Source: an optimization exercise on an open RTL-to-GDS flow (aim: small area, a short achievable clock period and few clock cycles per item). Production flows keep margins and buffers that such runs may drop.
RTL that was checked went through simulation tests only; none was proved equivalent to the original.

## bch_decoder
module bch_decoder (
	input                      clk,
	input                      rstn,
	input                      i_set,
	input  [1:0]               i_code,
	input  [8-1:0]   i_data,
	output                     o_ready,
	output                     o_finish,
	output [8-1:0]    o_odata
);
	logic       syn_valid;
	logic       syn_take;
	logic [7:0] s1;
	logic [7:0] s3;
	logic       is63;
	bch_syndrome u_syndrome (
		.clk     (clk),
		.rstn    (rstn),
		.i_set   (i_set),
		.i_code  (i_code),
		.i_data  (i_data),
		.o_ready (o_ready),
		.o_valid (syn_valid),
		.i_take  (syn_take),
		.o_s1    (s1),
		.o_s3    (s3),
		.o_is63  (is63)
	);
	bch_berlekamp u_solver (
		.clk      (clk),
		.rstn     (rstn),
		.i_valid  (syn_valid),
		.o_take   (syn_take),
		.i_s1     (s1),
		.i_s3     (s3),
		.i_is63   (is63),
		.o_finish (o_finish),
		.o_odata  (o_odata)
	);
endmodule
export LEC_CHECK = 0
export CAP_MARGIN = 20
export CORE_MARGIN = 2
export CORE_UTILIZATION = 40
export SLEW_MARGIN = 20
create_clock -name core_clock -period 10.0 [get_ports {clk}]
standard.sh (not shown) runs the stock make flow with config.mk's settings and CLKGATE_MAP_FILE= SYNTH_SCRIPT=/design/flow/synth_recipe.tcl, a recipe that flattens the netlist after the stock synthesis.
==> flow/flow/run.sh <==
#!/bin/bash
# Standard layout, with timing repair aiming for 7 ns of setup slack at the
# 10 ns clock, so the paths are optimised for a shorter achieved period.
set -euo pipefail
bash standard.sh SETUP_SLACK_MARGIN=7 finish > make_finish.log 2>&1
==> next run, changes <==
==> flow/run.sh (new file) <==
#!/bin/bash
# synth_recipe.tcl (not shown) runs the flow's synth.tcl, then flattens the netlist and writes it again
# the make line also repeats each setting of config.mk as NAME=value (left out here)
make -C /OpenROAD-flow-scripts/flow DESIGN_CONFIG=/design/flow/config.mk WORK_HOME=/design/flow/orfs CLKGATE_MAP_FILE= SYNTH_SCRIPT=/design/flow/synth_recipe.tcl finish
Settings changed: ABC_CLOCK_PERIOD_IN_PS from default to 3000, SETUP_SLACK_MARGIN from default to 5.
removed: flow/flow/run.sh
removed: flow/standard.sh
The new run completed with no timing, DRC or antenna violations.
Worst setup slack loses 720 ps.
Core utilization decreases by 7.5 points.
Die area is unchanged.
Design area decreases by 14%.
Synthesized area is unchanged.
==> next run, changes <==
==> flow/flow/run.sh (new file) <==
#!/bin/bash
# Standard layout, with timing repair aiming for 6 ns of setup slack at the
# 10 ns clock, so the paths are optimised for a shorter achieved period.
set -euo pipefail
bash standard.sh SETUP_SLACK_MARGIN=6 finish > make_finish.log 2>&1
==> flow/standard.sh (new file) <==
#!/bin/bash
# synth_recipe.tcl (not shown) runs the flow's synth.tcl, then flattens the netlist and writes it again
# the make line also repeats each setting of config.mk as NAME=value (left out here)
make -C /OpenROAD-flow-scripts/flow DESIGN_CONFIG=/design/flow/config.mk WORK_HOME=/design/flow/orfs CLKGATE_MAP_FILE= SYNTH_SCRIPT=/design/flow/synth_recipe.tcl "${@:-finish}"
Settings changed: ABC_CLOCK_PERIOD_IN_PS 3000 to default, SETUP_SLACK_MARGIN 5 to default.
removed: flow/run.sh
What happened: Critical path depth came out higher by 10; die area is unchanged; clock-buffer cell count came out lower by 4; setup slack gets better by 550 ps; global-route usage came out higher by 0.11 points; final cell count came out higher by 3.5%; non-clock buffer count came out higher by 34.
==> next run, changes <==
==> flow/run.sh (new file) <==
#!/bin/bash
# synth_recipe.tcl (not shown) runs the flow's synth.tcl, then flattens the netlist and writes it again
# the make line also repeats each setting of config.mk as NAME=value (left out here)
make -C /OpenROAD-flow-scripts/flow DESIGN_CONFIG=/design/flow/config.mk WORK_HOME=/design/flow/orfs CLKGATE_MAP_FILE= SYNTH_SCRIPT=/design/flow/synth_recipe.tcl finish
Settings changed: ABC_CLOCK_PERIOD_IN_PS from default to 10000, SETUP_SLACK_MARGIN from default to 5.
removed: flow/flow/run.sh
removed: flow/standard.sh
The changed run completed with no timing, DRC or antenna violations.
Hold slack gets better by 8.1 ps.
Sequential cell count does not change.
Count of clock-buffer cells in the layout came out higher by 4.
Global-route usage came out lower by 0.11 points.
Via count came out lower by about 3%.
Critical path depth came out lower by 10.
Core utilization came out lower by 3.2 points.
Register-to-register slack gets worse by 540 ps.
Sequential share of layout area came out higher by 1.5 points.
Setup slack gets worse by 550 ps.
No functional check of the RTL was part of any run of this note.

== 02-08 ==
bch_decoder, a different RTL version from the one above (not shown whole).
Size: ~71 flip-flops, about 7300 um^2 of cells after synthesis.
Settings: LEC_CHECK=0, CAP_MARGIN=20, CORE_MARGIN=2, CORE_UTILIZATION=40, SLEW_MARGIN=20; clock period 10.0 ns.
==> flow/flow/run.sh <==
#!/bin/bash
# Standard layout, with timing repair aiming for 7 ns of setup slack at the
# 10 ns clock, so the paths are optimised for a shorter achieved period.
set -euo pipefail
bash standard.sh SETUP_SLACK_MARGIN=7 finish > make_finish.log 2>&1
Inputs modified between 02-08 and 05-24:
==> flow/flow/run.sh <==
#!/bin/bash
# Standard layout, with timing repair aiming for 6.5 ns of setup slack at the
# 10 ns clock, so the paths are optimised for a shorter achieved period.
set -euo pipefail
bash standard.sh SETUP_SLACK_MARGIN=6.5 finish > make_finish.log 2>&1
Notes after the runs:
[compare] base=02-08 new=05-24: highest cell delay on the worst timing path grew by 90 ps, global-route wire length before repair shrank by 11%, relative slew slack grew by 18 points.
Min highest fanout seen on the critical path across 05-24 and 02-08: 05-24
The synthesized area of 02-08 and that of 05-24 are within noise of each other.
On transition time at the pin with the least slew margin, the higher figure sits with 02-08, not 05-24.
Taking 02-08 as the reference, in 05-24 first-pass detailed-route iteration total has decreased, sequential share of cell area has increased, hold slack has decreased.
No functional check of the RTL was part of any run of this note.

Another version of the RTL of bch_decoder (not shown whole).
Size in the first run: about 70 flip-flops, about 23 I/O pins, about 5800 sq um of cells after synthesis.
Settings: LEC_CHECK=0, CAP_MARGIN=20, CORE_MARGIN=2, CORE_UTILIZATION=75, SLEW_MARGIN=20; clock period 10.0 ns.
==> flow/flow/run.sh <==
#!/bin/bash
# Standard layout, with timing repair aiming for 7 ns of setup slack at the
# 10 ns clock (so the paths are optimised for a shorter achieved period), and
# a small clock tree: the design has about 70 flip-flops.
set -euo pipefail
bash standard.sh SETUP_SLACK_MARGIN=7 \
	"CTS_ARGS=-buf_list sky130_fd_sc_hd__clkbuf_8 -repair_clock_nets -dont_use_dummy_load" \
	finish > make_finish.log 2>&1
The baseline ran to the end with no violations.
Testbench counts at the start, summed over its fixed seeds: cycles 14,902, frames 512.
==> next run, changes <==
==> flow/flow/run.sh (replaced) <==
#!/bin/bash
# Standard layout, with timing repair aiming for 6.9 ns of setup slack at the
# 10 ns clock, so the paths are optimised for a shorter achieved period.
set -euo pipefail
bash standard.sh SETUP_SLACK_MARGIN=6.9 finish > make_finish.log 2>&1
Settings changed: CORE_UTILIZATION 75 to 40, CTS_BUF_LIST from default to sky130_fd_sc_hd__clkbuf_2 sky130_fd_sc_hd__clkbuf_4 sky130_fd_sc_hd__clkbuf_8.
Outcome:
- critical path depth does not change
- final cell count rose by 11%
- worst hold slack degrades by 0.028 ns
- clock-buffer cell count grows by 1
==> next run, changes <==
==> flow/flow/run.sh (replaced) <==
#!/bin/bash
# Standard layout, with timing repair aiming for 7 ns of setup slack at the
# 10 ns clock (so the paths are optimised for a shorter achieved period), and
# a small clock tree: the design has about 70 flip-flops.
set -euo pipefail
bash standard.sh SETUP_SLACK_MARGIN=7 \
	"CTS_ARGS=-buf_list sky130_fd_sc_hd__clkbuf_8 -repair_clock_nets -dont_use_dummy_load" \
	finish > make_finish.log 2>&1
Settings changed: CORE_UTILIZATION 40 to 30, CTS_BUF_LIST sky130_fd_sc_hd__clkbuf_2 sky130_fd_sc_hd__clkbuf_4 sky130_fd_sc_hd__clkbuf_8 to default.
Effect:
- worst hold slack degrades by 0.0051 ns
- via count falls by 1.7%
==> next run, changes <==
==> flow/flow/run.sh (replaced) <==
#!/bin/bash
# Standard layout, with timing repair aiming for 7.1 ns of setup slack at the
# 10 ns clock, so the paths are optimised for a shorter achieved period.
set -euo pipefail
bash standard.sh SETUP_SLACK_MARGIN=7.1 finish > make_finish.log 2>&1
Settings changed: CORE_UTILIZATION 30 to 40, CTS_BUF_LIST from default to sky130_fd_sc_hd__clkbuf_2 sky130_fd_sc_hd__clkbuf_4 sky130_fd_sc_hd__clkbuf_8.
Outcome: The new run ran to the end with no violations; design area goes up by 2.0%; wire length goes up by 1.9%.

Another version of the RTL of bch_decoder (not shown whole).
Size in the first run: ~690 cells after synthesis, about 70 flip-flops, roughly 23 I/O pins, ~6100 sq um of cells after synthesis.
Settings: LEC_CHECK=0, CAP_MARGIN=20, CORE_MARGIN=2, CORE_UTILIZATION=40, CTS_BUF_LIST=sky130_fd_sc_hd__clkbuf_2 sky130_fd_sc_hd__clkbuf_4 sky130_fd_sc_hd__clkbuf_8, SLEW_MARGIN=20; clock period 10.0 ns.
==> flow/flow/run.sh <==
#!/bin/bash
# Standard layout, with timing repair aiming for 7 ns of setup slack at the
# 10 ns clock (so the paths are optimised for a shorter achieved period), and
# a small clock tree: the design has about 70 flip-flops.
set -euo pipefail
bash standard.sh SETUP_SLACK_MARGIN=7 \
	"CTS_ARGS=-buf_list sky130_fd_sc_hd__clkbuf_8 -repair_clock_nets -dont_use_dummy_load" \
	finish > make_finish.log 2>&1
Edit:
Settings changed: CORE_UTILIZATION 40 to 60, CTS_BUF_LIST sky130_fd_sc_hd__clkbuf_2 sky130_fd_sc_hd__clkbuf_4 sky130_fd_sc_hd__clkbuf_8 to not set.
What happened:
- synthesized cell count stays the same
- routed wire length shrinks by a few percent
- final cell count shrinks by a few percent
- clock skew grows by 7.9 ps
- area after synthesis stays the same
- setup slack gains 48 ps
- sequential cell count is unchanged
- non-clock buffer count grows by 5
- first-iteration DRC count shrinks by a quarter to a third
- via count grows slightly
- final area hardly moves
No functional check of the RTL was part of any run of this note.

== build 38 ==
bch_decoder, a different RTL version from the one above (not shown whole).
Size in the first run: about 740 cells after synthesis, ~0.0063 mm2 of cells after synthesis.
==> flow/config.mk <==
export PLATFORM = sky130hd
export DESIGN_NAME = bch_decoder
export DESIGN_NICKNAME = bch_decoder
export VERILOG_FILES = /design/flow/design.v
export SDC_FILE = /design/flow/constraint.sdc
export NUM_CORES = 4
export LEC_CHECK = 0
export CAP_MARGIN = 20
export CORE_MARGIN = 2
export CORE_UTILIZATION = 40
export CTS_BUF_LIST = sky130_fd_sc_hd__clkbuf_2 sky130_fd_sc_hd__clkbuf_4 sky130_fd_sc_hd__clkbuf_8
export SLEW_MARGIN = 20
==> flow/constraint.sdc <==
create_clock -name core_clock -period 10.0 [get_ports {clk}]
set_input_delay 2.0000 -clock core_clock [delete_from_list [all_inputs] [get_ports {clk}]]
set_output_delay 2.0000 -clock core_clock [all_outputs]
set_load 0.01 [all_outputs]
==> flow/flow/run.sh <==
#!/bin/bash
# Standard layout, with timing repair aiming for 7.1 ns of setup slack at the
# 10 ns clock, so the paths are optimised for a shorter achieved period.
set -euo pipefail
bash standard.sh SETUP_SLACK_MARGIN=7.1 finish > make_finish.log 2>&1
The final layout from build 38, which completed every stage, passed the timing, DRC and antenna checks at the end of the flow.
Testbench counts of build 38, summed over its fixed seeds: cycles 14,575, frames 512.
Changes in build 10 relative to build 38:
==> flow/flow/run.sh <==
#!/bin/bash
# Standard layout, with timing repair aiming for 7 ns of setup slack at the
# 10 ns clock, so the paths are optimised for a shorter achieved period.
set -euo pipefail
bash standard.sh SETUP_SLACK_MARGIN=7 finish > make_finish.log 2>&1
--- outcome ---
Comparing build 38 with build 10, the count of placed standard cells including taps came out essentially unchanged. Compared with build 38, in build 10 die area flat, total length of routed wires fell by 650 um, final period utilization up 0.18 points. Build 10: all stages complete, timing, DRC and antenna checks passed. Going from build 38 to build 10, final instance count without filler cells shrank by a few percent. Compared build 38 against build 10; maximum single-stage delay on the critical path within noise.
diff inputs: build 10 => build 50
- CTS_BUF_LIST no longer set, was sky130_fd_sc_hd__clkbuf_2 sky130_fd_sc_hd__clkbuf_4 sky130_fd_sc_hd__clkbuf_8
==> flow/flow/run.sh <==
#!/bin/bash
# Standard layout, with timing repair aiming for 6.5 ns of setup slack at the
# 10 ns clock, so the paths are optimised for a shorter achieved period.
set -euo pipefail
bash standard.sh SETUP_SLACK_MARGIN=6.5 finish > make_finish.log 2>&1
Notes after the runs:
Worst setup slack: higher on build 10
Cmp build 50 vs build 10: fill cell instance count of the final layout higher in build 50
Build 50 vs. build 10: cell area after layout went down by 260 um2.
Diff build 50 and build 10: worst slew margin relative to its limit lower in build 10
Comparing met2 demand-to-capacity share in global routing for build 50 and build 10, the bigger number came from build 10.
Vias: build 50 fewer than build 10
Between build 10 and build 50, maximum net fanout on the critical path increased.
Inputs modified between build 50 and build 26:
- CTS_CLUSTER_SIZE: unset -> 60
- CTS_BUF_LIST: unset -> sky130_fd_sc_hd__clkbuf_2 sky130_fd_sc_hd__clkbuf_4 sky130_fd_sc_hd__clkbuf_8
- CTS_CLUSTER_DIAMETER: unset -> 200
==> flow/flow/run.sh <==
#!/bin/bash
# Standard layout, with timing repair aiming for 7 ns of setup slack at the
# 10 ns clock, so the paths are optimised for a shorter achieved period.
set -euo pipefail
bash standard.sh SETUP_SLACK_MARGIN=7 finish > make_finish.log 2>&1
==> summary.txt <==
When build 26 is measured against build 50, its share of the final layout cell area in sequential cells turns out 0.94 points lower.
On register area, build 26 tracks build 50 almost exactly.
Delta (build 26 minus build 50): fmax up 0.035 GHz.
The more densely filled core belongs to build 26, not build 50.

Another version of the RTL of bch_decoder (not shown whole).
==> flow/config.mk <==
export PLATFORM = sky130hd
export DESIGN_NAME = bch_decoder
export DESIGN_NICKNAME = bch_decoder
export VERILOG_FILES = /design/flow/design.v
export SDC_FILE = /design/flow/constraint.sdc
export NUM_CORES = 4
export LEC_CHECK = 0
export CAP_MARGIN = 20
export CORE_MARGIN = 2
export CORE_UTILIZATION = 40
export CTS_BUF_LIST = sky130_fd_sc_hd__clkbuf_2 sky130_fd_sc_hd__clkbuf_4 sky130_fd_sc_hd__clkbuf_8
export SLEW_MARGIN = 20
==> flow/constraint.sdc <==
create_clock -name core_clock -period 10.0 [get_ports {clk}]
set_input_delay 2.0000 -clock core_clock [delete_from_list [all_inputs] [get_ports {clk}]]
set_output_delay 2.0000 -clock core_clock [all_outputs]
set_load 0.01 [all_outputs]
==> flow/flow/run.sh <==
#!/bin/bash
# Standard layout, with timing repair aiming for 7 ns of setup slack at the
# 10 ns clock, so the paths are optimised for a shorter achieved period.
set -euo pipefail
bash standard.sh SETUP_SLACK_MARGIN=7 finish > make_finish.log 2>&1
The baseline completed without violations.
Change:
==> flow/flow/run.sh (replaced) <==
#!/bin/bash
# Standard layout, with timing repair aiming for 6.9 ns of setup slack at the
# 10 ns clock (so the paths are optimised for a shorter achieved period), and
# a small clock tree: the design has about 70 flip-flops.
set -euo pipefail
bash standard.sh SETUP_SLACK_MARGIN=6.9 \
	"CTS_ARGS=-buf_list sky130_fd_sc_hd__clkbuf_8 -repair_clock_nets -dont_use_dummy_load" \
	finish > make_finish.log 2>&1
The new run completed with no timing, DRC or antenna violations.
Hold slack is about the same.
Worst setup slack is about the same.
Via count came out lower by 0.31%.
Change:
==> flow/flow/run.sh (replaced) <==
#!/bin/bash
# Standard layout, with timing repair aiming for 7 ns of setup slack at the
# 10 ns clock (so the paths are optimised for a shorter achieved period), and
# a small clock tree: the design has about 70 flip-flops.
set -euo pipefail
bash standard.sh SETUP_SLACK_MARGIN=7 \
	"CTS_ARGS=-buf_list sky130_fd_sc_hd__clkbuf_8 -repair_clock_nets -dont_use_dummy_load" \
	finish > make_finish.log 2>&1
Settings changed: CORE_UTILIZATION 40 to 60, CTS_BUF_LIST sky130_fd_sc_hd__clkbuf_2 sky130_fd_sc_hd__clkbuf_4 sky130_fd_sc_hd__clkbuf_8 to not set.
After rerunning: The changed run passed the timing, DRC and antenna checks. Synthesized cell count does not change. Routed wire length goes down by 2.6%. Clock skew goes up by 0.0091 ns. Utilization goes up by 23 points. Register-to-register slack gains 0.06 ns. Via count goes up by 0.80%. Non-clock buffer count goes up by 8. Synthesized area is unchanged.
Change:
Settings changed: CORE_UTILIZATION 60 to 40, CTS_BUF_LIST set to sky130_fd_sc_hd__clkbuf_2 sky130_fd_sc_hd__clkbuf_4 sky130_fd_sc_hd__clkbuf_8.
Design area is unchanged.
Final cell count went up by 5.2%.
Setup slack improves by 0.0080 ns.
Area after synthesis is unchanged.
Wire length climbs by 2.5%.
Global-route usage decreases by 9.8 points.
Via count is lower by 0.90%.
Sequential share of layout area hardly moves.
No run of this note included a check of the RTL's function; only the layout flow was run.

port drivers added, routing unchanged:
How much do the figures lean on ideal ports? The routed layouts below were timed once more, with nothing changed but the port constraints.
Step 1 assumes that a clkbuf_16 drives the clock port and a buf_2 every other input.
Step 2 adds t to the input delays and takes it off the output delays; t is the mean of the earliest and latest rising clock arrival at the registers after step 1. Input paths then give back, and output paths get back, about the clock's delay inside the block.
a / b / c = no drivers / after step 1 / after step 2; a / b = the first two.
run | shift t [ns] | setup slack, ns | worst setup path after step 2 | cell pins on the clock port's net
the first run of note 1 | 0.380 | 6.088 / 6.088 / 6.088 | register to register | 1
the second run of note 1 | 0.381 | 5.364 / 5.324 / 5.366 | register to register | 1
the third run of note 1 | 0.380 | 5.912 / 5.912 / 5.912 | register to register | 1
the fourth run of note 1 | 0.381 | 5.364 / 5.324 / 5.366 | register to register | 1
02-08 | 0.387 | 6.476 / 6.476 / 6.476 | register to register | 1
05-24 | 0.383 | 6.516 / 6.472 / 6.596 | register to register | 1
the first run of note 3 | 0.382 | 6.889 / 6.854 / 6.851 | input to register | 1
the second run of note 3 | 0.406 | 6.877 / 6.844 / 6.910 | input to register | 1
the third run of note 3 | 0.397 | 6.877 / 6.840 / 6.911 | input to register | 1
the fourth run of note 3 | 0.399 | 6.880 / 6.847 / 6.909 | input to register | 1
the first run of note 4 | 0.391 | 6.957 / 6.923 / 6.860 | input to register | 1
the second run of note 4 | 0.378 | 7.005 / 6.969 / 6.853 | input to register | 1
build 38 | 0.403 | 6.902 / 6.865 / 6.844 | input to register | 1
build 10 | 0.414 | 6.884 / 6.848 / 6.865 | input to register | 1
build 50 | 0.387 | 6.498 / 6.455 / 6.660 | register to register | 1
build 26 | 0.414 | 6.884 / 6.848 / 6.865 | input to register | 1
the first run of note 6 | 0.392 | 6.919 / 6.883 / 6.877 | input to register | 1
the second run of note 6 | 0.391 | 6.917 / 6.882 / 6.867 | input to register | 1
the third run of note 6 | 0.378 | 6.914 / 6.879 / 6.806 | input to register | 1
the fourth run of note 6 | 0.387 | 6.922 / 6.886 / 6.866 | input to register | 1
After both steps every run listed still meets setup and hold. The setup slack of the second run of note 4, which loses most, moves by -0.036 ns with the drivers and by -0.152 ns with both steps.
